Context: an optimization exercise on an open-source flow, tuned for small area, a short achievable clock period and few clock cycles. The choices shown serve that exercise and are no tape-out recipe.
Only simulation tests tie the RTL to the original design; equivalence was not proved.

## flow/design.v (module list and top-level ports; edited modules follow where they fit)
// module ucdsh_mac1: 837 lines
// module ucdsh_mac2: 902 lines
// module userchoice_dual_scramble_hash_core: 205 lines
module userchoice_dual_scramble_hash_core (
  input  wire                              clk_i,
  input  wire                              rst_ni,
  input  wire                              in_valid_i,
  output logic                             in_stall_o,
  input  wire  [ucdsh_pkg::WordW-1:0]      in_data_i,
  input  wire                              in_last_i,
  output logic                             out_valid_o,
  input  wire                              out_stall_i,
  output logic [ucdsh_pkg::WordW-1:0]      out_hash_first_o,
  output logic [ucdsh_pkg::WordW-1:0]      out_hash_second_o,
  output logic                             out_hash_valid_o,
  input  wire                              cfg_we_i,
  input  wire  [ucdsh_pkg::CfgIdxW-1:0]    cfg_idx_i,
  input  wire  [ucdsh_pkg::WordW-1:0]      cfg_wdata_i
);
  // ...
==> flow/run.sh <==
#!/bin/bash
# synth_recipe.tcl (not shown) runs the flow's synth.tcl, then flattens the netlist and writes it again
# the make line also repeats each setting of config.mk as NAME=value (left out here)
make -C /OpenROAD-flow-scripts/flow DESIGN_CONFIG=/design/flow/config.mk WORK_HOME=/design/flow/orfs CLKGATE_MAP_FILE= SYNTH_SCRIPT=/design/flow/synth_recipe.tcl finish
==> flow/config.mk <==
export PLATFORM = sky130hd
export DESIGN_NAME = userchoice_dual_scramble_hash_core
export DESIGN_NICKNAME = userchoice_dual_scramble_hash_core
export VERILOG_FILES = /design/flow/design.v
export SDC_FILE = /design/flow/constraint.sdc
export NUM_CORES = 4
export LEC_CHECK = 0
export ABC_CLOCK_PERIOD_IN_PS = 4000
export CAP_MARGIN = 20
export CORE_MARGIN = 2
export CORE_UTILIZATION = 40
export SETUP_SLACK_MARGIN = 5
export SLEW_MARGIN = 20
==> flow/constraint.sdc <==
create_clock -name core_clock -period 14.0 [get_ports {clk_i}]
set_input_delay 2.8000 -clock core_clock [delete_from_list [all_inputs] [get_ports {clk_i}]]
set_output_delay 2.8000 -clock core_clock [all_outputs]
set_load 0.01 [all_outputs]
==> run_results.csv, run 1 <==
group,metric,value,unit
final_layout,final_common_cell,"inv_1",
floorplanning,start_util,0.402,
floorplanning,floorplan.rows,133,
floorplanning,tapCellCount,1755,
global_route,met1_usage,0.391,
placement,placed_cells,7726,
logic_synthesis,syn_area,0.0527,mm²
logic_synthesis,portion_of_netlist_area_occupied_by_mux_cells,0.0395,
critical_path,cp_num_cells,31,
final_layout,clock_tree_area_fraction,0.0319,
route,routed-wl-met3,26.1,mm
critical_path,worstPathRequired,14.41,ns
sta,setup_viol,0,
min_path,timing.hold.worst_path_depth,1,
final_layout,syn_to_final_growth,10.9,%
logic_synthesis,synth_top_cell_area_share,0.199,
critical_path,path_common_cell,"xnor2_1",
final_layout,num_antenna_cells,3,
clocking,postCtsResizedCells,46,
floorplanning,io_pins,138,
clocking,clock_slew_at_the_register_clock_pins_of_the_worst_setup_and_hold_paths,0.06,ns
logic_synthesis,yosysWarnings,1,
status,outcome,"timing/DRC/antenna clean",
clocking,tritoncts_clock_tree,"yes",
Testbench counts, summed over its fixed seeds: cycles 14,117.
==> module userchoice_dual_scramble_hash_core, before the edit <==
module userchoice_dual_scramble_hash_core (
  input  wire                              clk_i,
  input  wire                              rst_ni,
  input  wire                              in_valid_i,
  output logic                             in_stall_o,
  input  wire  [ucdsh_pkg::WordW-1:0]      in_data_i,
  input  wire                              in_last_i,
  output logic                             out_valid_o,
  input  wire                              out_stall_i,
  output logic [ucdsh_pkg::WordW-1:0]      out_hash_first_o,
  output logic [ucdsh_pkg::WordW-1:0]      out_hash_second_o,
  output logic                             out_hash_valid_o,
  input  wire                              cfg_we_i,
  input  wire  [ucdsh_pkg::CfgIdxW-1:0]    cfg_idx_i,
  input  wire  [ucdsh_pkg::WordW-1:0]      cfg_wdata_i
);
  localparam int unsigned W = ucdsh_pkg::WordW;
  function automatic logic [W-1:0] swap(logic [W-1:0] v);
    swap = {v[15:0], v[31:16]};
  endfunction
  logic [W-1:0] seed_e_q, seed_o_q;
  logic [1:0]   q_v;
  logic [W-1:0] q_w0, q_w1;
  logic         q_l0, q_l1, q_n0, q_n1;
  logic         par_q, partial_q;
  logic         idle_q, pos_q;
  logic [4:0]   t_q;
  logic         mlast_q, acc_q, emit_q;
  logic [W-1:0] ha_q, hb_q, pb_q, tot_a_q, tot_b_q, wf_q;
  logic         ov_q, ohv_q;
  logic [W-1:0] of_q, os_q;
  logic idle, t0, t1, t2, t3, t4, pos;
  logic out_free, emit_now, zero_emit, fresh;
  logic adv4, end9, fold, pop, run;
  assign idle = idle_q;
  assign t0   = t_q[0];
  assign t1   = t_q[1];
  assign t2   = t_q[2];
  assign t3   = t_q[3];
  assign t4   = t_q[4];
  assign pos  = pos_q;
  assign out_free  = !ov_q || !out_stall_i;
  assign emit_now  = idle && emit_q && out_free;
  assign zero_emit = idle && !emit_q && out_free && q_v[0] && q_l0;
  assign fresh     = idle && (!emit_q || out_free) && q_v[0] && !q_l0;
  assign adv4 = t4 && (!pos || mlast_q || q_v[0]) && (pos || q_v[0]);
  assign end9 = t4 && pos && (mlast_q || (q_v[0] && q_l0));
  assign fold = t4 && q_v[0] && (!pos || (!mlast_q && !q_l0));
  assign pop  = fresh || zero_emit || (t4 && q_v[0] && (!pos || !mlast_q));
  assign run  = fresh || (!idle && (!t4 || adv4));
  logic [W-1:0] seed, fold_w;
  logic [W-1:0] a_op, a_k, a_y;
  logic [W-1:0] b_op, b_k, b_add, b_y;
  assign seed   = (pos ? seed_o_q : seed_e_q) | 32'd1;
  assign fold_w = fold ? q_w0 : '0;
  always_comb begin
    if (idle)        a_op = q_w0;
    else if (t0)     a_op = ha_q;
    else             a_op = swap(ha_q);
    a_k = seed;
    if (t1)      a_k = pos ? ucdsh_pkg::ScrA1_0 : ucdsh_pkg::ScrA0_0;
    else if (t2) a_k = pos ? ucdsh_pkg::ScrA1_1 : ucdsh_pkg::ScrA0_1;
    else if (t3) a_k = pos ? ucdsh_pkg::ScrA1_2 : ucdsh_pkg::ScrA0_2;
    else if (t4) a_k = pos ? ucdsh_pkg::ScrA1_3 : ucdsh_pkg::ScrA0_3;
  end
  ucdsh_mac1 u_mac_a (
    .a_i  (a_op),
    .b_i  (a_k),
    .c0_i (fold_w),
    .y_o  (a_y)
  );
  always_comb begin
    if (idle)            b_op = swap(q_w0);
    else if (t1 || t3)   b_op = hb_q;
    else if (t2)         b_op = {16'd0, hb_q[31:16]};
    else                 b_op = swap(hb_q);
    b_k = pos ? ucdsh_pkg::ScrB1_0 : ucdsh_pkg::ScrB0_0;
    if (t1)      b_k = seed;
    else if (t2) b_k = pos ? ucdsh_pkg::ScrB1_1 : ucdsh_pkg::ScrB0_1;
    else if (t3) b_k = pos ? ucdsh_pkg::ScrB1_2 : ucdsh_pkg::ScrB0_2;
    else if (t4) b_k = pos ? ucdsh_pkg::ScrB1_3 : ucdsh_pkg::ScrB0_3;
    if (t1 || t3)  b_add = pb_q;
    else if (t4)   b_add = hb_q;
    else           b_add = '0;
  end
  ucdsh_mac2 u_mac_b (
    .a_i  (b_op),
    .b_i  (b_k),
    .c0_i (b_add),
    .c1_i (fold_w),
    .y_o  (b_y)
  );
  logic [W-1:0] tot_a_eff, tot_b_eff;
  assign tot_a_eff = acc_q ? tot_a_q + ha_q - wf_q : tot_a_q;
  assign tot_b_eff = acc_q ? tot_b_q + hb_q - wf_q : tot_b_q;
  logic seed_busy, take, new_ns;
  assign seed_busy  = (!idle && (!pos || t0 || t1)) || (q_v[0] && q_n0) || (q_v[1] && q_n1);
  assign in_stall_o = q_v[1] || (!partial_q && seed_busy);
  assign take       = in_valid_i && !in_stall_o;
  assign new_ns     = par_q || !in_last_i;
  always_ff @(posedge clk_i or negedge rst_ni) begin
    if (!rst_ni) begin
      seed_e_q  <= 32'd1;
      seed_o_q  <= 32'd1;
      q_v       <= '0;
      par_q     <= 1'b0;
      partial_q <= 1'b0;
      idle_q    <= 1'b1;
      pos_q     <= 1'b0;
      t_q       <= '0;
      mlast_q   <= 1'b0;
      acc_q     <= 1'b0;
      emit_q    <= 1'b0;
      ov_q      <= 1'b0;
    end else begin
      if (cfg_we_i && cfg_idx_i == 1'b0) seed_e_q <= cfg_wdata_i;
      if (cfg_we_i && cfg_idx_i == 1'b1) seed_o_q <= cfg_wdata_i;
      if (pop) begin
        q_v <= {1'b0, q_v[1]};
        if (take) begin
          if (q_v[1]) q_v <= 2'b11;
          else        q_v <= 2'b01;
        end
      end else if (take) begin
        if (q_v[0]) q_v <= 2'b11;
        else        q_v <= 2'b01;
      end
      if (take) begin
        par_q     <= in_last_i ? 1'b0 : !par_q;
        partial_q <= !in_last_i;
      end
      if (fresh) begin
        idle_q  <= 1'b0;
        pos_q   <= 1'b0;
        t_q     <= 5'b00010;
        mlast_q <= 1'b0;
      end else if (t4) begin
        if (end9) begin
          idle_q <= 1'b1;
          pos_q  <= 1'b0;
          t_q    <= '0;
        end else if (q_v[0]) begin
          pos_q  <= !pos_q;
          t_q    <= 5'b00001;
          if (!pos_q) mlast_q <= q_l0;
        end
      end else if (!idle) begin
        t_q <= t_q << 1;
      end
      acc_q <= adv4;
      if (end9)          emit_q <= 1'b1;
      else if (emit_now) emit_q <= 1'b0;
      ov_q <= emit_now || zero_emit || (ov_q && out_stall_i);
    end
  end
  always_ff @(posedge clk_i) begin
    if (pop) begin
      q_w0 <= q_w1; q_l0 <= q_l1; q_n0 <= q_n1;
      if (take && !q_v[1]) begin
        q_w0 <= in_data_i; q_l0 <= in_last_i; q_n0 <= new_ns;
      end
      if (take && q_v[1]) begin
        q_w1 <= in_data_i; q_l1 <= in_last_i; q_n1 <= new_ns;
      end
    end else if (take) begin
      if (q_v[0]) begin
        q_w1 <= in_data_i; q_l1 <= in_last_i; q_n1 <= new_ns;
      end else begin
        q_w0 <= in_data_i; q_l0 <= in_last_i; q_n0 <= new_ns;
      end
    end
    if (run) ha_q <= a_y;
    if (run) begin
      if (fresh) begin
        hb_q <= q_w0;
        pb_q <= b_y;
      end else if (t0 || t2) begin
        pb_q <= b_y;
      end else begin
        hb_q <= b_y;
      end
    end
    wf_q <= fold_w;
    if (fresh) begin
      tot_a_q <= '0;
      tot_b_q <= '0;
    end else begin
      tot_a_q <= tot_a_eff;
      tot_b_q <= tot_b_eff;
    end
    if (emit_now) begin
      of_q  <= ha_q ^ hb_q;
      os_q  <= tot_a_eff ^ tot_b_eff;
      ohv_q <= 1'b1;
    end else if (zero_emit) begin
      of_q  <= '0;
      os_q  <= '0;
      ohv_q <= 1'b0;
    end
  end
  assign out_valid_o       = ov_q;
  assign out_hash_first_o  = of_q;
  assign out_hash_second_o = os_q;
  assign out_hash_valid_o  = ohv_q;
endmodule
==> run 2: changes to the inputs <==
--- a/flow/design.v
+++ b/flow/design.v
@@ -10,31 +10,23 @@
                                ScrB0_2 = 32'h79F8A395, ScrB0_3 = 32'hC3EFEA97;
   localparam logic [WordW-1:0] ScrB1_0 = 32'hC31713DB, ScrB1_1 = 32'hDDCD1F0F,
                                ScrB1_2 = 32'h59C3AF2D, ScrB1_3 = 32'h35BD1EC9;
 endpackage
 `default_nettype wire
 `default_nettype none
 module ucdsh_mac1 (
   input  wire [31:0] a_i,
-  input  wire [31:0] b_i,
+  input  wire [15:0] one_i,
+  input  wire [15:0] two_i,
+  input  wire [15:0] neg_i,
   input  wire [31:0] c0_i,
   output wire [31:0] y_o
 );
-  wire [32:0] bx = {b_i, 1'b0};
-  wire [15:0] one, two, neg;
-  genvar gi;
-  generate
-    for (gi = 0; gi < 16; gi = gi + 1) begin : g_enc
-      assign one[gi] = bx[2*gi+1] ^ bx[2*gi];
-      assign two[gi] = (bx[2*gi+2] & ~bx[2*gi+1] & ~bx[2*gi]) |
-                       (~bx[2*gi+2] & bx[2*gi+1] & bx[2*gi]);
-      assign neg[gi] = bx[2*gi+2];
-    end
-  endgenerate
+  wire [15:0] one = one_i, two = two_i, neg = neg_i;
   wire pp0_0 = ((one[0] & a_i[0]) | (two[0] & 1'b0)) ^ neg[0];
   wire pp0_1 = ((one[0] & a_i[1]) | (two[0] & a_i[0])) ^ neg[0];
   wire pp0_2 = ((one[0] & a_i[2]) | (two[0] & a_i[1])) ^ neg[0];
   wire pp0_3 = ((one[0] & a_i[3]) | (two[0] & a_i[2])) ^ neg[0];
   wire pp0_4 = ((one[0] & a_i[4]) | (two[0] & a_i[3])) ^ neg[0];
   wire pp0_5 = ((one[0] & a_i[5]) | (two[0] & a_i[4])) ^ neg[0];
   wire pp0_6 = ((one[0] & a_i[6]) | (two[0] & a_i[5])) ^ neg[0];
   wire pp0_7 = ((one[0] & a_i[7]) | (two[0] & a_i[6])) ^ neg[0];
@@ -847,32 +839,24 @@
   wire fs272 = fc239 ^ fs240 ^ fs210;
   wire fc272 = (fc239 & fs240) | (fc239 & fs210) | (fs240 & fs210);
   wire [31:0] r0 = {fc271, fc270, fc269, fc268, fc267, fc266, fc265, fc264, fc263, fc262, fc261, fc260, fc259, fc258, fc257, fc256, fc255, fc254, fc253, fc252, fc251, fc250, fc249, fc248, fc247, fc246, fc245, fc244, fc243, hc242, hc241, hs241};
   wire [31:0] r1 = {fs272, fs271, fs270, fs269, fs268, fs267, fs266, fs265, fs264, fs263, fs262, fs261, fs260, fs259, fs258, fs257, fs256, fs255, fs254, fs253, fs252, fs251, fs250, fs249, fs248, fs247, fs246, fs245, fs244, fs243, hs242, c0_i[0]};
   assign y_o = r0 + r1;
 endmodule
 module ucdsh_mac2 (
   input  wire [31:0] a_i,
-  input  wire [31:0] b_i,
+  input  wire [15:0] one_i,
+  input  wire [15:0] two_i,
+  input  wire [15:0] neg_i,
   input  wire [31:0] c0_i,
   input  wire [31:0] c1_i,
   output wire [31:0] y_o
 );
-  wire [32:0] bx = {b_i, 1'b0};
-  wire [15:0] one, two, neg;
-  genvar gi;
-  generate
-    for (gi = 0; gi < 16; gi = gi + 1) begin : g_enc
-      assign one[gi] = bx[2*gi+1] ^ bx[2*gi];
-      assign two[gi] = (bx[2*gi+2] & ~bx[2*gi+1] & ~bx[2*gi]) |
-                       (~bx[2*gi+2] & bx[2*gi+1] & bx[2*gi]);
-      assign neg[gi] = bx[2*gi+2];
-    end
-  endgenerate
+  wire [15:0] one = one_i, two = two_i, neg = neg_i;
   wire pp0_0 = ((one[0] & a_i[0]) | (two[0] & 1'b0)) ^ neg[0];
   wire pp0_1 = ((one[0] & a_i[1]) | (two[0] & a_i[0])) ^ neg[0];
   wire pp0_2 = ((one[0] & a_i[2]) | (two[0] & a_i[1])) ^ neg[0];
   wire pp0_3 = ((one[0] & a_i[3]) | (two[0] & a_i[2])) ^ neg[0];
   wire pp0_4 = ((one[0] & a_i[4]) | (two[0] & a_i[3])) ^ neg[0];
   wire pp0_5 = ((one[0] & a_i[5]) | (two[0] & a_i[4])) ^ neg[0];
   wire pp0_6 = ((one[0] & a_i[6]) | (two[0] & a_i[5])) ^ neg[0];
   wire pp0_7 = ((one[0] & a_i[7]) | (two[0] & a_i[6])) ^ neg[0];
@@ -1769,108 +1753,142 @@
   input  wire                              cfg_we_i,
   input  wire  [ucdsh_pkg::CfgIdxW-1:0]    cfg_idx_i,
   input  wire  [ucdsh_pkg::WordW-1:0]      cfg_wdata_i
 );
   localparam int unsigned W = ucdsh_pkg::WordW;
   function automatic logic [W-1:0] swap(logic [W-1:0] v);
     swap = {v[15:0], v[31:16]};
   endfunction
+  function automatic logic [47:0] booth(logic [W-1:0] b);
+    logic [32:0] bx;
+    bx = {b, 1'b0};
+    for (int i = 0; i < 16; i++) begin
+      booth[i]      = bx[2*i+1] ^ bx[2*i];
+      booth[16 + i] = (bx[2*i+2] & ~bx[2*i+1] & ~bx[2*i]) |
+                      (~bx[2*i+2] & bx[2*i+1] & bx[2*i]);
+      booth[32 + i] = bx[2*i+2];
+    end
+  endfunction
   logic [W-1:0] seed_e_q, seed_o_q;
   logic [1:0]   q_v;
   logic [W-1:0] q_w0, q_w1;
   logic         q_l0, q_l1, q_n0, q_n1;
   logic         par_q, partial_q;
   logic         idle_q, pos_q;
   logic [4:0]   t_q;
-  logic         mlast_q, acc_q, emit_q;
-  logic [W-1:0] ha_q, hb_q, pb_q, tot_a_q, tot_b_q, wf_q;
+  logic         mlast_q, acc_q, fold_q, emit_q;
+  logic [W-1:0] ha_q, hb_q, pb_q, tot_a_q, tot_b_q;
+  logic [47:0]  ka_q, kb_q;
   logic         ov_q, ohv_q;
   logic [W-1:0] of_q, os_q;
-  logic idle, t0, t1, t2, t3, t4, pos;
   logic out_free, emit_now, zero_emit, fresh;
   logic adv4, end9, fold, pop, run;
-  assign idle = idle_q;
-  assign t0   = t_q[0];
-  assign t1   = t_q[1];
-  assign t2   = t_q[2];
-  assign t3   = t_q[3];
-  assign t4   = t_q[4];
-  assign pos  = pos_q;
+  logic idle_d, pos_d;
+  logic [4:0] t_d;
   assign out_free  = !ov_q || !out_stall_i;
-  assign emit_now  = idle && emit_q && out_free;
-  assign zero_emit = idle && !emit_q && out_free && q_v[0] && q_l0;
-  assign fresh     = idle && (!emit_q || out_free) && q_v[0] && !q_l0;
-  assign adv4 = t4 && (!pos || mlast_q || q_v[0]) && (pos || q_v[0]);
-  assign end9 = t4 && pos && (mlast_q || (q_v[0] && q_l0));
-  assign fold = t4 && q_v[0] && (!pos || (!mlast_q && !q_l0));
-  assign pop  = fresh || zero_emit || (t4 && q_v[0] && (!pos || !mlast_q));
-  assign run  = fresh || (!idle && (!t4 || adv4));
-  logic [W-1:0] seed, fold_w;
-  logic [W-1:0] a_op, a_k, a_y;
-  logic [W-1:0] b_op, b_k, b_add, b_y;
-  assign seed   = (pos ? seed_o_q : seed_e_q) | 32'd1;
+  assign emit_now  = idle_q && emit_q && out_free;
+  assign zero_emit = idle_q && !emit_q && out_free && q_v[0] && q_l0;
+  assign fresh     = idle_q && (!emit_q || out_free) && q_v[0] && !q_l0;
+  assign adv4 = t_q[4] && (pos_q ? (mlast_q || q_v[0]) : q_v[0]);
+  assign end9 = t_q[4] && pos_q && (mlast_q || (q_v[0] && q_l0));
+  assign fold = t_q[4] && q_v[0] && (!pos_q || (!mlast_q && !q_l0));
+  assign pop  = fresh || zero_emit || fold_q || (end9 && !mlast_q);
+  assign run  = fresh || (!idle_q && (!t_q[4] || adv4));
+  always_comb begin
+    idle_d = idle_q;
+    pos_d  = pos_q;
+    t_d    = t_q;
+    if (fresh) begin
+      idle_d = 1'b0;
+      pos_d  = 1'b0;
+      t_d    = 5'b00010;
+    end else if (t_q[4]) begin
+      if (end9) begin
+        idle_d = 1'b1;
+        pos_d  = 1'b0;
+        t_d    = '0;
+      end else if (q_v[0]) begin
+        pos_d  = !pos_q;
+        t_d    = 5'b00001;
+      end
+    end else if (!idle_q) begin
+      t_d = t_q << 1;
+    end
+  end
+  logic [W-1:0] seed_d, ka_d, kb_d;
+  always_comb begin
+    seed_d = (pos_d ? seed_o_q : seed_e_q) | 32'd1;
+    ka_d = seed_d;
+    if (t_d[1])      ka_d = pos_d ? ucdsh_pkg::ScrA1_0 : ucdsh_pkg::ScrA0_0;
+    else if (t_d[2]) ka_d = pos_d ? ucdsh_pkg::ScrA1_1 : ucdsh_pkg::ScrA0_1;
+    else if (t_d[3]) ka_d = pos_d ? ucdsh_pkg::ScrA1_2 : ucdsh_pkg::ScrA0_2;
+    else if (t_d[4]) ka_d = pos_d ? ucdsh_pkg::ScrA1_3 : ucdsh_pkg::ScrA0_3;
+    kb_d = pos_d ? ucdsh_pkg::ScrB1_0 : ucdsh_pkg::ScrB0_0;
+    if (t_d[1])      kb_d = seed_d;
+    else if (t_d[2]) kb_d = pos_d ? ucdsh_pkg::ScrB1_1 : ucdsh_pkg::ScrB0_1;
+    else if (t_d[3]) kb_d = pos_d ? ucdsh_pkg::ScrB1_2 : ucdsh_pkg::ScrB0_2;
+    else if (t_d[4]) kb_d = pos_d ? ucdsh_pkg::ScrB1_3 : ucdsh_pkg::ScrB0_3;
+  end
+  logic [W-1:0] fold_w;
+  logic [W-1:0] a_op, a_y;
+  logic [W-1:0] b_op, b_add, b_y;
   assign fold_w = fold ? q_w0 : '0;
   always_comb begin
-    if (idle)        a_op = q_w0;
-    else if (t0)     a_op = ha_q;
-    else             a_op = swap(ha_q);
-    a_k = seed;
-    if (t1)      a_k = pos ? ucdsh_pkg::ScrA1_0 : ucdsh_pkg::ScrA0_0;
-    else if (t2) a_k = pos ? ucdsh_pkg::ScrA1_1 : ucdsh_pkg::ScrA0_1;
-    else if (t3) a_k = pos ? ucdsh_pkg::ScrA1_2 : ucdsh_pkg::ScrA0_2;
-    else if (t4) a_k = pos ? ucdsh_pkg::ScrA1_3 : ucdsh_pkg::ScrA0_3;
+    if (idle_q)              a_op = q_w0;
+    else if (t_q[0])         a_op = ha_q;
+    else                     a_op = swap(ha_q);
+    if (idle_q)              b_op = swap(q_w0);
+    else if (t_q[1] || t_q[3]) b_op = hb_q;
+    else if (t_q[2])         b_op = {16'd0, hb_q[31:16]};
+    else                     b_op = swap(hb_q);
+    if (t_q[1] || t_q[3])    b_add = pb_q;
+    else if (t_q[4])         b_add = hb_q;
+    else                     b_add = '0;
   end
   ucdsh_mac1 u_mac_a (
-    .a_i  (a_op),
-    .b_i  (a_k),
-    .c0_i (fold_w),
-    .y_o  (a_y)
+    .a_i   (a_op),
+    .one_i (ka_q[15:0]),
+    .two_i (ka_q[31:16]),
+    .neg_i (ka_q[47:32]),
+    .c0_i  (fold_w),
+    .y_o   (a_y)
   );
-  always_comb begin
-    if (idle)            b_op = swap(q_w0);
-    else if (t1 || t3)   b_op = hb_q;
-    else if (t2)         b_op = {16'd0, hb_q[31:16]};
-    else                 b_op = swap(hb_q);
-    b_k = pos ? ucdsh_pkg::ScrB1_0 : ucdsh_pkg::ScrB0_0;
-    if (t1)      b_k = seed;
-    else if (t2) b_k = pos ? ucdsh_pkg::ScrB1_1 : ucdsh_pkg::ScrB0_1;
-    else if (t3) b_k = pos ? ucdsh_pkg::ScrB1_2 : ucdsh_pkg::ScrB0_2;
-    else if (t4) b_k = pos ? ucdsh_pkg::ScrB1_3 : ucdsh_pkg::ScrB0_3;
-    if (t1 || t3)  b_add = pb_q;
-    else if (t4)   b_add = hb_q;
-    else           b_add = '0;
-  end
   ucdsh_mac2 u_mac_b (
-    .a_i  (b_op),
-    .b_i  (b_k),
-    .c0_i (b_add),
-    .c1_i (fold_w),
-    .y_o  (b_y)
+    .a_i   (b_op),
+    .one_i (kb_q[15:0]),
+    .two_i (kb_q[31:16]),
+    .neg_i (kb_q[47:32]),
+    .c0_i  (b_add),
+    .c1_i  (fold_w),
+    .y_o   (b_y)
   );
-  logic [W-1:0] tot_a_eff, tot_b_eff;
-  assign tot_a_eff = acc_q ? tot_a_q + ha_q - wf_q : tot_a_q;
-  assign tot_b_eff = acc_q ? tot_b_q + hb_q - wf_q : tot_b_q;
+  logic [W-1:0] wf, tot_a_eff, tot_b_eff;
+  assign wf        = fold_q ? q_w0 : '0;
+  assign tot_a_eff = acc_q ? tot_a_q + ha_q - wf : tot_a_q;
+  assign tot_b_eff = acc_q ? tot_b_q + hb_q - wf : tot_b_q;
   logic seed_busy, take, new_ns;
-  assign seed_busy  = (!idle && (!pos || t0 || t1)) || (q_v[0] && q_n0) || (q_v[1] && q_n1);
-  assign in_stall_o = q_v[1] || (!partial_q && seed_busy);
+  assign seed_busy  = (!idle_q && (!pos_q || t_q[0] || t_q[1])) ||
+                      (q_v[0] && q_n0) || (q_v[1] && q_n1);
+  assign in_stall_o = (q_v[1] && !fold_q) || (!partial_q && seed_busy);
   assign take       = in_valid_i && !in_stall_o;
   assign new_ns     = par_q || !in_last_i;
   always_ff @(posedge clk_i or negedge rst_ni) begin
     if (!rst_ni) begin
       seed_e_q  <= 32'd1;
       seed_o_q  <= 32'd1;
       q_v       <= '0;
       par_q     <= 1'b0;
       partial_q <= 1'b0;
       idle_q    <= 1'b1;
       pos_q     <= 1'b0;
       t_q       <= '0;
       mlast_q   <= 1'b0;
       acc_q     <= 1'b0;
+      fold_q    <= 1'b0;
       emit_q    <= 1'b0;
       ov_q      <= 1'b0;
     end else begin
       if (cfg_we_i && cfg_idx_i == 1'b0) seed_e_q <= cfg_wdata_i;
       if (cfg_we_i && cfg_idx_i == 1'b1) seed_o_q <= cfg_wdata_i;
       if (pop) begin
         q_v <= {1'b0, q_v[1]};
         if (take) begin
@@ -1880,35 +1898,23 @@
       end else if (take) begin
         if (q_v[0]) q_v <= 2'b11;
         else        q_v <= 2'b01;
       end
       if (take) begin
         par_q     <= in_last_i ? 1'b0 : !par_q;
         partial_q <= !in_last_i;
       end
-      if (fresh) begin
-        idle_q  <= 1'b0;
-        pos_q   <= 1'b0;
-        t_q     <= 5'b00010;
-        mlast_q <= 1'b0;
-      end else if (t4) begin
-        if (end9) begin
-          idle_q <= 1'b1;
-          pos_q  <= 1'b0;
-          t_q    <= '0;
-        end else if (q_v[0]) begin
-          pos_q  <= !pos_q;
-          t_q    <= 5'b00001;
-          if (!pos_q) mlast_q <= q_l0;
-        end
-      end else if (!idle) begin
-        t_q <= t_q << 1;
-      end
-      acc_q <= adv4;
+      idle_q <= idle_d;
+      pos_q  <= pos_d;
+      t_q    <= t_d;
+      if (fresh) mlast_q <= 1'b0;
+      else if (t_q[4] && !pos_q && q_v[0]) mlast_q <= q_l0;
+      acc_q  <= adv4;
+      fold_q <= fold;
       if (end9)          emit_q <= 1'b1;
       else if (emit_now) emit_q <= 1'b0;
       ov_q <= emit_now || zero_emit || (ov_q && out_stall_i);
     end
   end
   always_ff @(posedge clk_i) begin
     if (pop) begin
       q_w0 <= q_w1; q_l0 <= q_l1; q_n0 <= q_n1;
@@ -1920,28 +1926,29 @@
       end
     end else if (take) begin
       if (q_v[0]) begin
         q_w1 <= in_data_i; q_l1 <= in_last_i; q_n1 <= new_ns;
       end else begin
         q_w0 <= in_data_i; q_l0 <= in_last_i; q_n0 <= new_ns;
       end
     end
+    ka_q <= booth(ka_d);
+    kb_q <= booth(kb_d);
     if (run) ha_q <= a_y;
     if (run) begin
       if (fresh) begin
         hb_q <= q_w0;
         pb_q <= b_y;
-      end else if (t0 || t2) begin
+      end else if (t_q[0] || t_q[2]) begin
         pb_q <= b_y;
       end else begin
         hb_q <= b_y;
       end
     end
-    wf_q <= fold_w;
     if (fresh) begin
       tot_a_q <= '0;
       tot_b_q <= '0;
     end else begin
       tot_a_q <= tot_a_eff;
       tot_b_q <= tot_b_eff;
     end
     if (emit_now) begin
==> run_results.csv, run 2 <==
group,metric,value,unit
logic_synthesis,dominant_combinational_cell_family_by_area_after_synthesis,"adder cells",
clocking,cts.sinks,463,
route,detail-route-antenna-nets,0,
logic_synthesis,post_synth.cell_area_avg,9.43,µm²
sta,fin_ws,5.47,ns
final_layout,final_layout_size_suffix_gt1_frac,0.0790,
min_path,timing.hold.worst_path_depth,2,
clocking,tritoncts_clock_tree,"yes",
clocking,clk_path_buf_depth,3,
min_path,worstHoldPathType,"reg2reg",
clocking,cts_buffers,54,
sta,finalHoldViolCount,0,
route,detail_route.vias_per_cell,5.69,
floorplanning,floorplan.rows,130,
status,outcome,"timing/DRC/antenna clean",
critical_path,critical_path.reg2reg.startpoint,"t_q[1]",
logic_synthesis,synth_top_cell_area_share,0.209,
sta,max_freq,117,MHz
logic_synthesis,leading_register_cell_type_out_of_synthesis,"edfxtp_1",
logic_synthesis,synth_seq_area_share,0.236,
logic_synthesis,post_synth_fa_ha_maj_area_fraction,0.258,
critical_path,cp-end-kind,"flip-flop",
route,route.detailed.drc,0,
route,drt_first_pass_iters,8,
logic_synthesis,synth_simple_gate_area_frac,0.0834,
floorplanning,dieHeight,360,µm
sta,timing.hold.ws,0.452,ns
final_layout,final-instance-count-excl-fill,7049,
logic_synthesis,portion_of_netlist_area_occupied_by_mux_cells,0.0455,
floorplanning,die-area,0.130,mm²
logic_synthesis,yosys.cell_count.top_type,"inv_1",
critical_path,worstPathArrival,8.94,ns
global_route,number_of_global_route_vias_before_repair,40329,
route,drt_iter0_markers,4421,
clocking,cts.hold.buffers_added,0,
clocking,htree_num_levels,2,
clocking,cts.root.buffer_cell,"clkbuf_16",
min_path,timing.hold.worst_endpoint,"ohv_q",
critical_path,setup.worst_path.class,"reg2reg",
sta,post-route-period-util,0.609,
logic_synthesis,post_synth_most_frequent_cells,"inv_1, xnor2_1, fa_1",
logic_synthesis,count_of_cell_types_in_the_netlist,97,
logic_synthesis,synthCells,5371,
critical_path,reg2reg_setup_slack,5.47,ns
final_layout,final_net_count,6147,
placement,dp_hpwl,129,mm
final_layout,final_common_cell,"inv_1",
critical_path,cp_max_fo,51,
sta,worst_slew_margin_rel,0.334,
logic_synthesis,synth_top_cells_by_area,"fa_1, edfxtp_1, xnor2_1",
placement,port_buffers,136,
route,route.detailed.wl_per_inst,25.0,µm
placement,placed_cells,6943,
final_layout,syn_to_final_growth,9.98,%
floorplanning,io_pins,138,
critical_path,cp-start-kind,"flip-flop",
floorplanning,floorplan.core_area,0.126,mm²
sta,grt_setup_unrepaired,"false",
clocking,worst_skew_pair.late_latency,0.71,ns
clocking,cts_setup_buffers,0,
sta,post-route-min-period,8.53,ns
global_route,grt_use_total,0.269,
final_layout,largestRegisters,"ka_q x46, kb_q x46",
floorplanning,fp.dieW,360,µm
placement,dpl_worst_slack,5.31,ns
critical_path,r2r-end,"hb_q[31]",
global_route,overflow,0,
clocking,clock_slew_at_the_register_clock_pins_of_the_worst_setup_and_hold_paths,0.06,ns
logic_synthesis,synth-compound-area-share,0.151,
final_layout,layout.cells.most_common_list,"inv_1, xnor2_1, fa_1",
sta,timing.setup.tns,0,ns
clocking,postCtsResizedCells,0,
logic_synthesis,synth-edff-count,228,
route,routed-via-count,40140,
min_path,worstHoldStart,"ohv_q",
placement,gpl.final_weighted_congestion,0.963,
critical_path,worstPathRequired,14.41,ns
logic_synthesis,async_flop_share,0.168,
logic_synthesis,syn_area,0.0507,mm²
route,routed_wl,176,mm
sta,tightestPinTransition,1.00,ns
sta,final_slew_violations,0,
logic_synthesis,postSynthNetCount,6169,
job,maxCapViolations,0,
global_route,grt_pass1_wl,262,mm
critical_path,r2r_cells,27,
logic_synthesis,ys_ff_latch,463,
logic_synthesis,yosysWarnings,1,
global_route,grt_start_max_net_pins,67,
logic_synthesis,post_synthesis_xor_xnor_area_fraction,0.138,
floorplanning,start_util,0.403,
logic_synthesis,synthDominantAreaCellType,"fa_1",
final_layout,number_of_fill_cells,12096,
sta,setup_viol,0,
global_route,antenna_found_initial,8,
sta,clock-skew-final,0.0626,ns
-- run 2: cell types whose count changed after synthesis, moves of 59 or more --
cell	delta
nor2_1	-113
o22ai_1	-294
xnor2_1	+97
nor3_1	-59
a21oi_1	-241
o21ai_0	-230
xor2_1	+115
a22oi_1	+310
clkbuf_1	-107
dfxtp_1	+60
o221ai_1	-86
-- run 2: logic make-up after synthesis --
kind of cell | after synthesis
compound gates | 1099
fa+ha+maj | 727
simple gates | 899
xor+xnor | 793
flops | 463
mux | 216
buf+inv | 1174
-- run 2: cell type report --
type                       count  area, µm²  share of cell area
multi-input combinational   3734      34400               0.618
sequential                   463      12000               0.215
inverter                     833       3130              0.0561
timing repair buffer         263       2320              0.0416
tap                         1650       2060              0.0371
clock buffer                  77       1560              0.0280
clock inverter                25        255             0.00458
antenna                        4       10.0            0.000180
-- run 2: worst max-delay path, cell delays in order (launching register included) --
cell and delay (ns):
dfrtp_1 0.32, buf_4 0.41, or2_2 0.37, buf_4 0.52
nand2_1 0.18, a31oi_4 0.21, buf_4 0.38, a22oi_1 0.17
xor2_1 0.18, fa_1 0.42, fa_1 0.55, inv_1 0.06
fa_1 0.44, fa_1 0.52, inv_1 0.05, fa_1 0.50
inv_1 0.04, ha_1 0.34, and4_1 0.24, and3_1 0.22
a221o_1 0.37, o21ai_1 0.17, a211oi_1 0.12, a311o_1 0.46
a221o_1 0.38, a21oi_1 0.18, xnor2_1 0.11, mux2_4 0.26
-- run 2: how the worst max path moves through the flow --
| stage | cells past startpoint | start | slack [ns] | end |
|---|---|---|---|---|
| finish | 27 | t_q[1] | 5.47 | hb_q[31] |
| global route | 26 | t_q[1] | 5.18 | hb_q[31] |
| CTS | 24 | idle_q | 5.25 | hb_q[31] |
| detailed placement | 24 | idle_q | 5.31 | hb_q[31] |
| global placement | 24 | idle_q | 5.34 | hb_q[31] |
| floorplan | 28 | idle_q | 6.72 | hb_q[31] |
-- run 2: per-layer routing --
| layer | vias to the layer above | wire length, µm | track usage |
|---|---|---|---|
| met3 | 455 | 17400 | 0.0578 |
| li1 | 17735 | - | - |
| met2 | 2088 | 77000 | 0.416 |
| met1 | 19854 | 71000 | 0.351 |
| met5 | - | 83 | 0.00222 |
| met4 | 8 | 10800 | 0.145 |
-- run 2: per-stage QoR --
step	cell area [µm²]	utilization
after floorplan	50700	-
after global placement	53900	0.429
after detailed placement	53900	0.429
after CTS	55700	0.443
after global routing	55700	0.443
final	55700	0.443
Testbench counts of run 2, summed over its fixed seeds: cycles 14,117.
==> run 3: changes to the inputs <==
==> flow/flow/run.sh (new file) <==
#!/bin/bash
set -euo pipefail
bash standard.sh SETUP_SLACK_MARGIN=8 finish > flow.log 2>&1
==> flow/standard.sh (new file) <==
#!/bin/bash
# synth_recipe.tcl (not shown) runs the flow's synth.tcl, then flattens the netlist and writes it again
# the make line also repeats each setting of config.mk as NAME=value (left out here)
make -C /OpenROAD-flow-scripts/flow DESIGN_CONFIG=/design/flow/config.mk WORK_HOME=/design/flow/orfs CLKGATE_MAP_FILE= SYNTH_SCRIPT=/design/flow/synth_recipe.tcl "${@:-finish}"
removed: flow/run.sh
==> run_results.csv, run 3 <==
group,metric,value,unit
placement,placed_cell_area,0.0542,mm²
route,detail_route.vias_per_cell,5.78,
floorplanning,start_util,0.403,
logic_synthesis,synth-edff-count,228,
final_layout,final_util,0.490,
placement,dp_hpwl,130,mm
final_layout,largestRegisters,"ka_q x46, kb_q x46",
route,route.detailed.drc,0,
floorplanning,dieHeight,360,µm
route,drt_iter0_markers,5159,
critical_path,cp_max_fo,6,
critical_path,worstPathArrival,7.66,ns
sta,setup_viol,0,
sta,grt_setup_unrepaired,"true",
clocking,htree_num_levels,2,
sta,max_freq,138,MHz
clocking,cts.sinks,463,
logic_synthesis,synth-compound-area-share,0.151,
critical_path,worstPathRequired,14.41,ns
clocking,clock_slew_at_the_register_clock_pins_of_the_worst_setup_and_hold_paths,0.07,ns
route,drt_first_pass_iters,6,
clocking,cts_buffers,54,
logic_synthesis,post_synth_fa_ha_maj_area_fraction,0.258,
clocking,cts.hold.buffers_added,0,
route,detail-route-antenna-nets,0,
critical_path,path_common_cell,"fa_1",
route,routed_wl,194,mm
job,maxCapViolations,0,
sta,post-route-period-util,0.518,
logic_synthesis,synth_simple_gate_area_frac,0.0834,
critical_path,critPathSlowestCell,"fa_1",
sta,tightestPinTransition,1.20,ns
route,route.detailed.wl_per_inst,26.4,µm
global_route,grt_pass1_wl,280,mm
sta,worst_slew_margin_rel,0.200,
global_route,grt_start_max_net_pins,69,
route,routed-via-count,42462,
logic_synthesis,yosysWarnings,1,
floorplanning,fp.dieW,360,µm
critical_path,cp-start-kind,"flip-flop",
logic_synthesis,yosys.cell_count.top_type,"inv_1",
logic_synthesis,ys_ff_latch,463,
sta,clock-skew-final,0.0662,ns
sta,post-route-min-period,7.25,ns
logic_synthesis,async_flop_share,0.168,
logic_synthesis,synthDominantAreaCellType,"fa_1",
global_route,number_of_global_route_vias_before_repair,41818,
final_layout,finalInstanceArea,0.0616,mm²
status,outcome,"timing/DRC/antenna clean",
placement,port_buffers,136,
critical_path,setup.worst_path.class,"reg2reg",
logic_synthesis,postSynthNetCount,6169,
placement,gpl.final_weighted_congestion,0.965,
logic_synthesis,synth_top_cells_by_area,"fa_1, edfxtp_1, xnor2_1",
critical_path,timing.critical_path.cells,"buf_12 > bufbuf_16 > or4b_1 > a31oi_4 > xnor2_1 > fa_1 > inv_1 > fa_1 > inv_1 > fa_1 > inv_1 > fa_1 > fa_1 > inv_1 > fa_1 > ha_4 > o21a_1 > a311o_1 > a221o_1 > a21oi_2 > xnor2_1 > mux2_4",
final_layout,final_layout_size_suffix_gt1_frac,0.187,
sta,finalHoldViolCount,0,
min_path,worstHoldPathType,"reg2reg",
logic_synthesis,synth_seq_area_share,0.236,
global_route,grt_use_total,0.291,
floorplanning,floorplan.core_area,0.126,mm²
logic_synthesis,synth_top_cell_area_share,0.209,
global_route,overflow,0,
logic_synthesis,post_synthesis_xor_xnor_area_fraction,0.138,
logic_synthesis,syn_area,0.0507,mm²
final_layout,syn_to_final_growth,21.5,%
final_layout,layout.cells.most_common_list,"inv_1, xnor2_1, fa_1",
clocking,tritoncts_clock_tree,"yes",
logic_synthesis,synthCells,5371,
sta,timing.setup.tns,0,ns
clocking,cts.root.buffer_cell,"clkbuf_16",
logic_synthesis,post_synth.cell_area_avg,9.43,µm²
final_layout,final_common_cell,"inv_1",
floorplanning,floorplan.rows,130,
critical_path,critical_path.max_stage_delay,0.60,ns
clocking,worst_skew_pair.late_latency,0.70,ns
floorplanning,io_pins,138,
clocking,clk_path_buf_depth,3,
logic_synthesis,count_of_cell_types_in_the_netlist,97,
critical_path,cp-end-kind,"flip-flop",
logic_synthesis,dominant_combinational_cell_family_by_area_after_synthesis,"adder cells",
logic_synthesis,portion_of_netlist_area_occupied_by_mux_cells,0.0455,
floorplanning,die-area,0.130,mm²
logic_synthesis,post_synth_most_frequent_cells,"inv_1, xnor2_1, fa_1",
logic_synthesis,leading_register_cell_type_out_of_synthesis,"edfxtp_1",
final_layout,final_net_count,6443,
global_route,antenna_found_initial,5,
sta,final_slew_violations,0,
==> run 3: changes by cell type in the layout (fill, tap and decap cells not counted), sizes merged <==
| cell | change |
|---|---|
| buf | +272 |
| bufbuf | +12 |
| clkbuf | -7 |
| bufinv | +4 |
| clkinvlp | +4 |
| clkinv | +3 |
| and4b | +2 |
| inv | +2 |
| or2 | +2 |
| diode | +1 |
==> run 3: worst max-delay path: cells and delay by family (launching register included) <==
| family | cells | cell delay (ns) |
|---|---|---|
| fa+ha+maj | 7 | 3.38 |
| flops | 1 | 0.46 |
| compound gates | 5 | 1.37 |
| mux | 1 | 0.25 |
| buf+inv | 6 | 0.67 |
| simple gates | 1 | 0.57 |
| xor+xnor | 2 | 0.26 |
==> run 3: what timing repair did <==
action,4_1_cts,5_1_grt
gates cloned,22,5
setup endpoints to repair,132,81
setup buffers,207,79
resized for setup,364,170
pin swaps,150,155
==> run 3: routing by layer <==
layer	vias to the layer above	track usage	share of wire
met5	-	0	0.00019
met2	2524	0.445	0.43
met1	20960	0.377	0.39
li1	18346	-	-
met3	626	0.0661	0.11
met4	6	0.169	0.074
==> run 3: area by class of cell <==
type,count,area [µm²]
repair buffers,554,5830
inverters,833,3150
clock inverters,37,444
flip-flops and latches,463,12000
well taps,1650,2060
fillers,11554,64200
repair inverters,1,8.76
multi-input cells,3738,36600
diodes,5,12.5
clock buffers,63,1470
==> run 3: final timing paths <==
kind                       cells after the start   start  slack (ns)           end
hold reg to reg                                2   ohv_q        0.45         ohv_q
setup / recovery                              22  t_q[1]        6.75      hb_q[31]
setup reg to reg                              22  t_q[1]        6.75      hb_q[31]
max in group asynchronous                      2  rst_ni       10.69        t_q[0]
min in group asynchronous                      1  rst_ni        1.97  seed_e_q[20]
hold / removal                                 2   ohv_q        0.45         ohv_q
==> run 3: cell families (layout without fill, tap and decap cells) <==
group / count (synthesis) / after routing
compound gates: 1099 / 1099
xor+xnor: 793 / 793
fa+ha+maj: 727 / 727
buf+inv: 1174 / 1488
flops: 463 / 463
mux: 216 / 216
other cells: 0 / 5
simple gates: 899 / 903
==> run 3: metrics by stage <==
step / hold WS, ns / setup WS [ns] / cells
floorplan: 0.467 / 7.35 / 5371
global placement: 0.431 / 5.58 / 6926
detailed placement: 0.448 / 5.49 / 6926
CTS: 0.457 / 6.93 / 7255
global route: 0.469 / 6.64 / 7339
finish: 0.451 / 6.75 / 7344
==> run 4: changes to the inputs <==
--- a/flow/design.v
+++ b/flow/design.v
@@ -1780,5 +1780,4 @@
   logic [47:0]  ka_q, kb_q;
-  logic         ov_q, ohv_q;
-  logic [W-1:0] of_q, os_q;
-  logic out_free, emit_now, zero_emit, fresh;
+  logic         ohv_q;
+  logic out_free, zero_msg, fresh;
   logic adv4, end9, fold, pop, run;
@@ -1786,6 +1785,5 @@
   logic [4:0] t_d;
-  assign out_free  = !ov_q || !out_stall_i;
-  assign emit_now  = idle_q && emit_q && out_free;
-  assign zero_emit = idle_q && !emit_q && out_free && q_v[0] && q_l0;
-  assign fresh     = idle_q && (!emit_q || out_free) && q_v[0] && !q_l0;
+  assign out_free  = !emit_q || !out_stall_i;
+  assign zero_msg  = idle_q && out_free && q_v[0] && q_l0;
+  assign fresh     = idle_q && out_free && q_v[0] && !q_l0;
   assign adv4 = t_q[4] && (pos_q ? (mlast_q || q_v[0]) : q_v[0]);
@@ -1793,3 +1791,3 @@
   assign fold = t_q[4] && q_v[0] && (!pos_q || (!mlast_q && !q_l0));
-  assign pop  = fresh || zero_emit || fold_q || (end9 && !mlast_q);
+  assign pop  = fresh || zero_msg || fold_q || (end9 && !mlast_q);
   assign run  = fresh || (!idle_q && (!t_q[4] || adv4));
@@ -1887,3 +1885,3 @@
       emit_q    <= 1'b0;
-      ov_q      <= 1'b0;
+      ohv_q     <= 1'b0;
     end else begin
@@ -1912,5 +1910,8 @@
       fold_q <= fold;
-      if (end9)          emit_q <= 1'b1;
-      else if (emit_now) emit_q <= 1'b0;
-      ov_q <= emit_now || zero_emit || (ov_q && out_stall_i);
+      if (end9 || zero_msg) begin
+        emit_q <= 1'b1;
+        ohv_q  <= end9;
+      end else if (!out_stall_i) begin
+        emit_q <= 1'b0;
+      end
     end
@@ -1953,15 +1954,6 @@
     end
-    if (emit_now) begin
-      of_q  <= ha_q ^ hb_q;
-      os_q  <= tot_a_eff ^ tot_b_eff;
-      ohv_q <= 1'b1;
-    end else if (zero_emit) begin
-      of_q  <= '0;
-      os_q  <= '0;
-      ohv_q <= 1'b0;
-    end
   end
-  assign out_valid_o       = ov_q;
-  assign out_hash_first_o  = of_q;
-  assign out_hash_second_o = os_q;
+  assign out_valid_o       = emit_q;
+  assign out_hash_first_o  = (ha_q ^ hb_q) & {W{ohv_q}};
+  assign out_hash_second_o = (tot_a_eff ^ tot_b_eff) & {W{ohv_q}};
   assign out_hash_valid_o  = ohv_q;
==> run_results.csv, run 4 <==
group,metric,value,unit
final_layout,largestRegisters,"ka_q x46, kb_q x46",
clocking,tritoncts_clock_tree,"yes",
critical_path,cp-start-kind,"flip-flop",
sta,final_slew_violations,0,
final_layout,final_common_cell,"inv_1",
logic_synthesis,synthDominantAreaCellType,"fa_1",
critical_path,critical_path.reg2reg.startpoint,"t_q[3]",
status,outcome,"timing/DRC/antenna clean",
clocking,cts.sinks,398,
logic_synthesis,post_synth_fa_ha_maj_area_fraction,0.271,
global_route,number_of_global_route_vias_before_repair,41698,
global_route,grt_pass1_wl,277,mm
final_layout,syn_to_final_growth,26.2,%
logic_synthesis,post_synth.cell_area_avg,9.14,µm²
global_route,overflow,0,
logic_synthesis,postSynthNetCount,6070,
global_route,grt_use_total,0.304,
sta,post-route-period-util,0.568,
logic_synthesis,synth-edff-count,164,
logic_synthesis,ys_ff_latch,398,
route,drt_iter0_markers,4725,
route,route.detailed.wl_per_inst,26.3,µm
logic_synthesis,yosysWarnings,1,
final_layout,layout.cells.most_common_list,"inv_1, xnor2_1, fa_1",
logic_synthesis,synth_seq_area_share,0.208,
final_layout,final_layout_size_suffix_gt1_frac,0.236,
logic_synthesis,synth_simple_gate_area_frac,0.0832,
min_path,worstHoldStart,"par_q",
route,detail-route-antenna-nets,0,
final_layout,final_net_count,6416,
placement,port_buffers,136,
job,maxCapViolations,0,
logic_synthesis,leading_register_cell_type_out_of_synthesis,"edfxtp_1",
route,routed-via-count,41884,
floorplanning,start_util,0.403,
route,route.detailed.drc,0,
sta,worst_slew_margin_rel,0.183,
route,drt_first_pass_iters,6,
logic_synthesis,synthCells,5272,
floorplanning,dieHeight,351,µm
critical_path,worstPathRequired,11.20,ns
logic_synthesis,post_synth_most_frequent_cells,"inv_1, xnor2_1, fa_1",
sta,clock-skew-final,0.0588,ns
logic_synthesis,post_synthesis_xor_xnor_area_fraction,0.146,
sta,tightestPinTransition,1.22,ns
min_path,worstHoldPathType,"reg2reg",
logic_synthesis,portion_of_netlist_area_occupied_by_mux_cells,0.0466,
clocking,cts.root.buffer_cell,"clkbuf_16",
min_path,timing.hold.worst_path_depth,1,
clocking,htree_num_levels,2,
placement,placed_cells,6800,
final_layout,final-instance-count-excl-fill,7276,
logic_synthesis,count_of_cell_types_in_the_netlist,89,
logic_synthesis,synth_top_cell_area_share,0.219,
critical_path,cp_max_fo,6,
sta,timing.setup.tns,0,ns
floorplanning,io_pins,138,
floorplanning,die-area,0.123,mm²
logic_synthesis,syn_area,0.0482,mm²
critical_path,worstPathArrival,5.16,ns
critical_path,cp-end-kind,"output port",
sta,grt_setup_unrepaired,"true",
min_path,timing.hold.worst_endpoint,"par_q",
route,routed_wl,191,mm
clocking,cts_buffers,50,
placement,gpl.final_weighted_congestion,0.998,
logic_synthesis,synth_top_cells_by_area,"fa_1, edfxtp_1, xnor2_1",
sta,max_freq,126,MHz
floorplanning,fp.dieW,351,µm
critical_path,r2r-end,"hb_q[29]",
global_route,grt_start_max_net_pins,79,
clocking,clk_path_buf_depth,3,
logic_synthesis,dominant_combinational_cell_family_by_area_after_synthesis,"adder cells",
critical_path,reg2reg_setup_slack,6.85,ns
sta,post-route-min-period,7.96,ns
clocking,clock_slew_at_the_register_clock_pins_of_the_worst_setup_and_hold_paths,0.06,ns
floorplanning,floorplan.rows,127,
logic_synthesis,yosys.cell_count.top_type,"inv_1",
global_route,antenna_found_initial,8,
logic_synthesis,async_flop_share,0.196,
critical_path,setup.worst_path.class,"reg2out",
route,detail_route.vias_per_cell,5.76,
clocking,worst_skew_pair.late_latency,0.69,ns
placement,dp_hpwl,127,mm
sta,finalHoldViolCount,0,
sta,setup_viol,0,
floorplanning,floorplan.core_area,0.120,mm²
logic_synthesis,synth-compound-area-share,0.153,
critical_path,r2r_cells,27,
==> run 4: changes by cell type in the layout (fill, tap and decap cells not counted), moves of 21 or more <==
| cell | before | now |
|---|---|---|
| a21oi_2 | 31 | 70 |
| a22oi_1 | 413 | 392 |
| a22oi_2 | 41 | 62 |
| buf_2 | 0 | 28 |
| buf_4 | 290 | 320 |
| buf_6 | 52 | 78 |
| clkdlybuf4s50_1 | 135 | 104 |
| edfxtp_1 | 228 | 164 |
| ha_1 | 165 | 135 |
| nand2_1 | 292 | 314 |
| nand3_1 | 30 | 53 |
| o21ai_0 | 129 | 72 |
| xnor2_1 | 535 | 504 |
| xor2_1 | 226 | 248 |
==> run 4: logic make-up after synthesis <==
family	count (synthesis)
and+or+nand+nor	899
buffers and inverters	1161
muxes	211
xor gates and xnor gates	799
adders and majority gates	727
DFF	398
AOI/OAI and AO/OA	1077
==> run 4: layout make-up <==
type | count | area [µm²]
Inverter | 829 | 3130
Fill cell | 10760 | 58900
Multi-Input combinational cell | 3716 | 37500
Clock inverter | 21 | 216
Timing Repair Buffer | 619 | 6430
Tap cell | 1612 | 2020
Timing Repair inverter | 4 | 78.8
Clock buffer | 73 | 1430
Antenna cell | 4 | 10.0
Sequential cell | 398 | 10000
==> run 4: critical path, cell delays in order (launching register included) <==
cell	delay (ns)
dfrtp_2	0.50
buf_12	0.17
buf_8	0.12
buf_16	0.13
and2_4	0.17
fa_1	0.49
inv_2	0.04
ha_4	0.30
nand3_2	0.07
or3_4	0.40
o311ai_4	0.12
o311ai_4	0.14
and2_4	0.20
o221a_1	0.24
o211ai_1	0.33
buf_4	0.20
o31ai_4	0.06
a311oi_4	0.34
xnor2_2	0.19
nor2_1	0.09
buf_2	0.18
==> run 4: worst max-delay path by stage <==
stage / slack [ns] / cells after the start / start / to
after floorplan: 7.51 / 16 / fold_q / out_hash_second_o[30]
after global placement: 5.74 / 24 / idle_q / hb_q[29]
after detailed placement: 5.67 / 25 / idle_q / hb_q[31]
after CTS: 6.05 / 18 / fold_q / out_hash_second_o[30]
after global routing: 5.94 / 20 / fold_q / out_hash_second_o[31]
final: 6.04 / 20 / fold_q / out_hash_second_o[30]
==> run 4: metrics by stage <==
step                      area [µm²]  setup WS, ns  hold slack, ns  utilization
final                          60800          6.04           0.493        0.508
after global routing           60800          5.94           0.519        0.508
after CTS                      59000          6.05           0.495        0.493
after detailed placement       52000          5.67           0.481        0.434
after global placement         52000          5.74           0.478        0.434
after floorplan                49200          7.51           0.464            -
==> run 4: per-layer routing <==
layer  vias up  wire (µm)  global-route usage
li1      18001          -                   -
met3       662      22000              0.0812
met1     20694      73800               0.393
met5         -         27                   0
met2      2523      81100               0.452
met4         4      14200               0.189
==> run 4: timing repair <==
action / CTS / global route
pin swaps: 285 / 231
endpoints found under the setup margin: 145 / 107
hold buffers: 0 / 0
buffers inserted: 271 / 76
resized for setup: 631 / 252
cloned: 29 / 2
Testbench counts of run 4, summed over its fixed seeds: cycles 14,042.
==> run 5: changes to the inputs <==
==> flow/flow/run.sh (replaced) <==
#!/bin/bash
set -euo pipefail
bash standard.sh SETUP_SLACK_MARGIN=10 finish > flow.log 2>&1
==> run_results.csv, run 5 <==
group,metric,value,unit
sta,worst_slew_margin_rel,0.160,
floorplanning,start_util,0.403,
logic_synthesis,post_synthesis_xor_xnor_area_fraction,0.146,
logic_synthesis,dominant_combinational_cell_family_by_area_after_synthesis,"adder cells",
critical_path,cp-end-kind,"output port",
global_route,number_of_global_route_vias_before_repair,44067,
clocking,htree_num_levels,2,
sta,tightestPinTransition,1.26,ns
critical_path,cp_max_fo,5,
logic_synthesis,yosys.cell_count.top_type,"inv_1",
critical_path,worstPathRequired,11.20,ns
clocking,cts.root.buffer_cell,"clkbuf_16",
clocking,tritoncts_clock_tree,"yes",
final_layout,final_layout_size_suffix_gt1_frac,0.349,
logic_synthesis,synth_top_cell_area_share,0.219,
placement,dpl_worst_slack,5.70,ns
final_layout,layout.cells.most_common_list,"inv_1, xnor2_1, fa_1",
logic_synthesis,synthDominantAreaCellType,"fa_1",
logic_synthesis,post_synth_most_frequent_cells,"inv_1, xnor2_1, fa_1",
floorplanning,fp.dieW,351,µm
logic_synthesis,postSynthNetCount,6070,
sta,post-route-min-period,7.90,ns
logic_synthesis,synth_simple_gate_area_frac,0.0832,
sta,grt_setup_unrepaired,"true",
placement,gpl.final_weighted_congestion,0.954,
logic_synthesis,ys_ff_latch,398,
logic_synthesis,post_synth_fa_ha_maj_area_fraction,0.271,
route,drt_iter0_markers,5340,
placement,port_buffers,136,
sta,clock-skew-final,0.0915,ns
global_route,grt_pass1_wl,296,mm
final_layout,final_util,0.569,
route,routed-via-count,44696,
final_layout,multiInputGateArea,0.0405,mm²
critical_path,timing.critical_path.cells,"buf_12 > buf_16 > and2_4 > fa_1 > inv_2 > ha_4 > nand3_2 > or3_4 > o311ai_4 > o311ai_4 > and2_4 > o221a_1 > o211ai_1 > a21oi_1 > xnor2_1 > mux2i_2 > mux2i_2 > buf_2",
critical_path,critPathSlowestCell,"fa_1",
placement,dp_hpwl,130,mm
sta,max_freq,127,MHz
route,detail_route.vias_per_cell,5.88,
floorplanning,die-area,0.123,mm²
logic_synthesis,async_flop_share,0.196,
logic_synthesis,syn_area,0.0482,mm²
min_path,worstHoldPathType,"reg2reg",
route,detail-route-antenna-nets,0,
logic_synthesis,synthCells,5272,
clocking,clock_slew_at_the_register_clock_pins_of_the_worst_setup_and_hold_paths,0.07,ns
critical_path,worstPathArrival,5.10,ns
global_route,grt_start_max_net_pins,80,
sta,post-route-period-util,0.564,
logic_synthesis,count_of_cell_types_in_the_netlist,89,
logic_synthesis,leading_register_cell_type_out_of_synthesis,"edfxtp_1",
clocking,cts.sinks,398,
clocking,cts_buffers,51,
global_route,antenna_found_initial,8,
route,route.detailed.drc,0,
route,drt_first_pass_iters,8,
final_layout,number_of_fill_cells,9764,
final_layout,final_net_count,6741,
sta,setup_viol,0,
sta,finalHoldViolCount,0,
critical_path,cp-start-kind,"flip-flop",
logic_synthesis,synth-compound-area-share,0.153,
critical_path,setup.worst_path.class,"reg2out",
critical_path,critical_path.max_stage_delay,0.51,ns
global_route,grt_use_total,0.328,
floorplanning,floorplan.core_area,0.120,mm²
sta,final_slew_violations,0,
logic_synthesis,synth_top_cells_by_area,"fa_1, edfxtp_1, xnor2_1",
final_layout,final_common_cell,"inv_1",
sta,timing.hold.ws,0.510,ns
final_layout,sequential_cell_area,0.0100,mm²
final_layout,syn_to_final_growth,41.5,%
job,maxCapViolations,0,
clocking,worst_skew_pair.late_latency,0.71,ns
route,route.detailed.wl_per_inst,28.0,µm
logic_synthesis,yosysWarnings,1,
sta,timing.setup.tns,0,ns
floorplanning,io_pins,138,
route,routed_wl,213,mm
logic_synthesis,synth_seq_area_share,0.208,
logic_synthesis,synth-edff-count,164,
status,outcome,"timing/DRC/antenna clean",
logic_synthesis,post_synth.cell_area_avg,9.14,µm²
floorplanning,floorplan.rows,127,
logic_synthesis,portion_of_netlist_area_occupied_by_mux_cells,0.0466,
global_route,overflow,0,
clocking,cts.hold.buffers_added,0,
floorplanning,dieHeight,351,µm
clocking,clk_path_buf_depth,3,
sta,fin_ws,6.10,ns
final_layout,largestRegisters,"ka_q x46, kb_q x46",
## run 5: cell counts after synthesis
No cell type changed its count.
## run 5: metrics by stage
stage	area, µm²	std cells
after floorplan	50300	5272
final	68100	7602
after CTS	64200	7412
after global routing	68100	7597
after detailed placement	52700	6795
after global placement	52700	6794
## run 5: worst paths after layout
| path | from | endpoint | slack (ns) | depth (start not counted) |
|---|---|---|---|---|
| setup / recovery | fold_q | out_hash_second_o[28] | 6.10 | 18 |
| hold / removal | par_q | par_q | 0.51 | 1 |
| setup reg to reg | t_q[3] | hb_q[29] | 7.08 | 29 |
| hold reg to reg | par_q | par_q | 0.51 | 1 |
| max in group asynchronous | rst_ni | ohv_q | 10.81 | 2 |
| min in group asynchronous | rst_ni | seed_e_q[30] | 1.99 | 1 |
## run 5: per-layer routing
layer / part of all wire / GRT usage / vias to the layer above
met5: 0.00080 / 0 / -
met4: 0.087 / 0.235 / 10
met3: 0.13 / 0.0997 / 822
met2: 0.42 / 0.478 / 3062
met1: 0.37 / 0.413 / 22119
li1: - / - / 18683
## run 5: critical path, delay by kind of cell, from the launching register on
kind | cells | cell delay (ns)
adder cells (fa/ha/maj) | 2 | 0.80
XOR/XNOR | 1 | 0.16
AND/OR/NAND/NOR | 4 | 0.76
buffers and inverters | 4 | 0.56
multiplexers | 2 | 0.56
AO/OA/AOI/OAI | 5 | 1.07
flip-flops | 1 | 0.50
## run 5: layout make-up
cell class,count,area share
multi-input combinational,3717,0.594
timing repair buffer,939,0.155
sequential,398,0.147
inverter,829,0.0468
tap,1612,0.0296
clock buffer,69,0.0209
clock inverter,26,0.00499
timing repair inverter,7,0.00110
antenna,5,0.000184
## run 5: cells by family after synthesis
logic type / count (synthesis)
AO/OA/AOI/OAI: 1077
XOR/XNOR: 799
adder cells (fa/ha/maj): 727
buffers and inverters: 1161
flip-flops: 398
multiplexers: 211
AND/OR/NAND/NOR: 899
## run 5: repair_timing
action	4_1_cts	5_1_grt
resized for setup	1321	517
gates cloned	49	13
buffers inserted	473	172
pin swaps	413	349
setup endpoints to repair	517	360

-- re-timing with driven ports --
No port has a modelled driver above. Below, the same layouts with a new extraction and two added sets of constraints. Step 1: set_driving_cell puts a clkbuf_16 on clk_i and a buf_2 on each other input, an assumption about the parent block. Step 2 adds t to the input delays and takes it off the output delays; t is the mean of the earliest and latest rising clock arrival at the registers after step 1. Input paths then give back, and output paths get back, about the clock's delay inside the block. Three values: ideal ports, drivers, drivers and shift; two values: the first two.
run | t (ns) | slack for setup (ns) | hold slack, ns | worst data-port slew with drivers (ns) | pins driven straight from the clock port
run 1 | 0.753 | 5.246 / 5.246 / 5.246 | 0.482 / 0.482 / 0.482 | 0.08 | 1
run 2 | 0.748 | 5.469 / 5.469 / 5.469 | 0.452 / 0.452 / 0.452 | 0.11 | 1
run 3 | 0.746 | 6.753 / 6.753 / 6.753 | 0.451 / 0.451 / 0.451 | 0.10 | 1
run 4 | 0.735 | 6.043 / 5.970 / 6.705 | 0.493 / 0.493 / 0.493 | 0.06 | 1
run 5 | 0.743 | 6.099 / 6.022 / 6.765 | 0.510 / 0.510 / 0.510 | 0.05 | 1
After both steps every run listed still meets setup and hold.
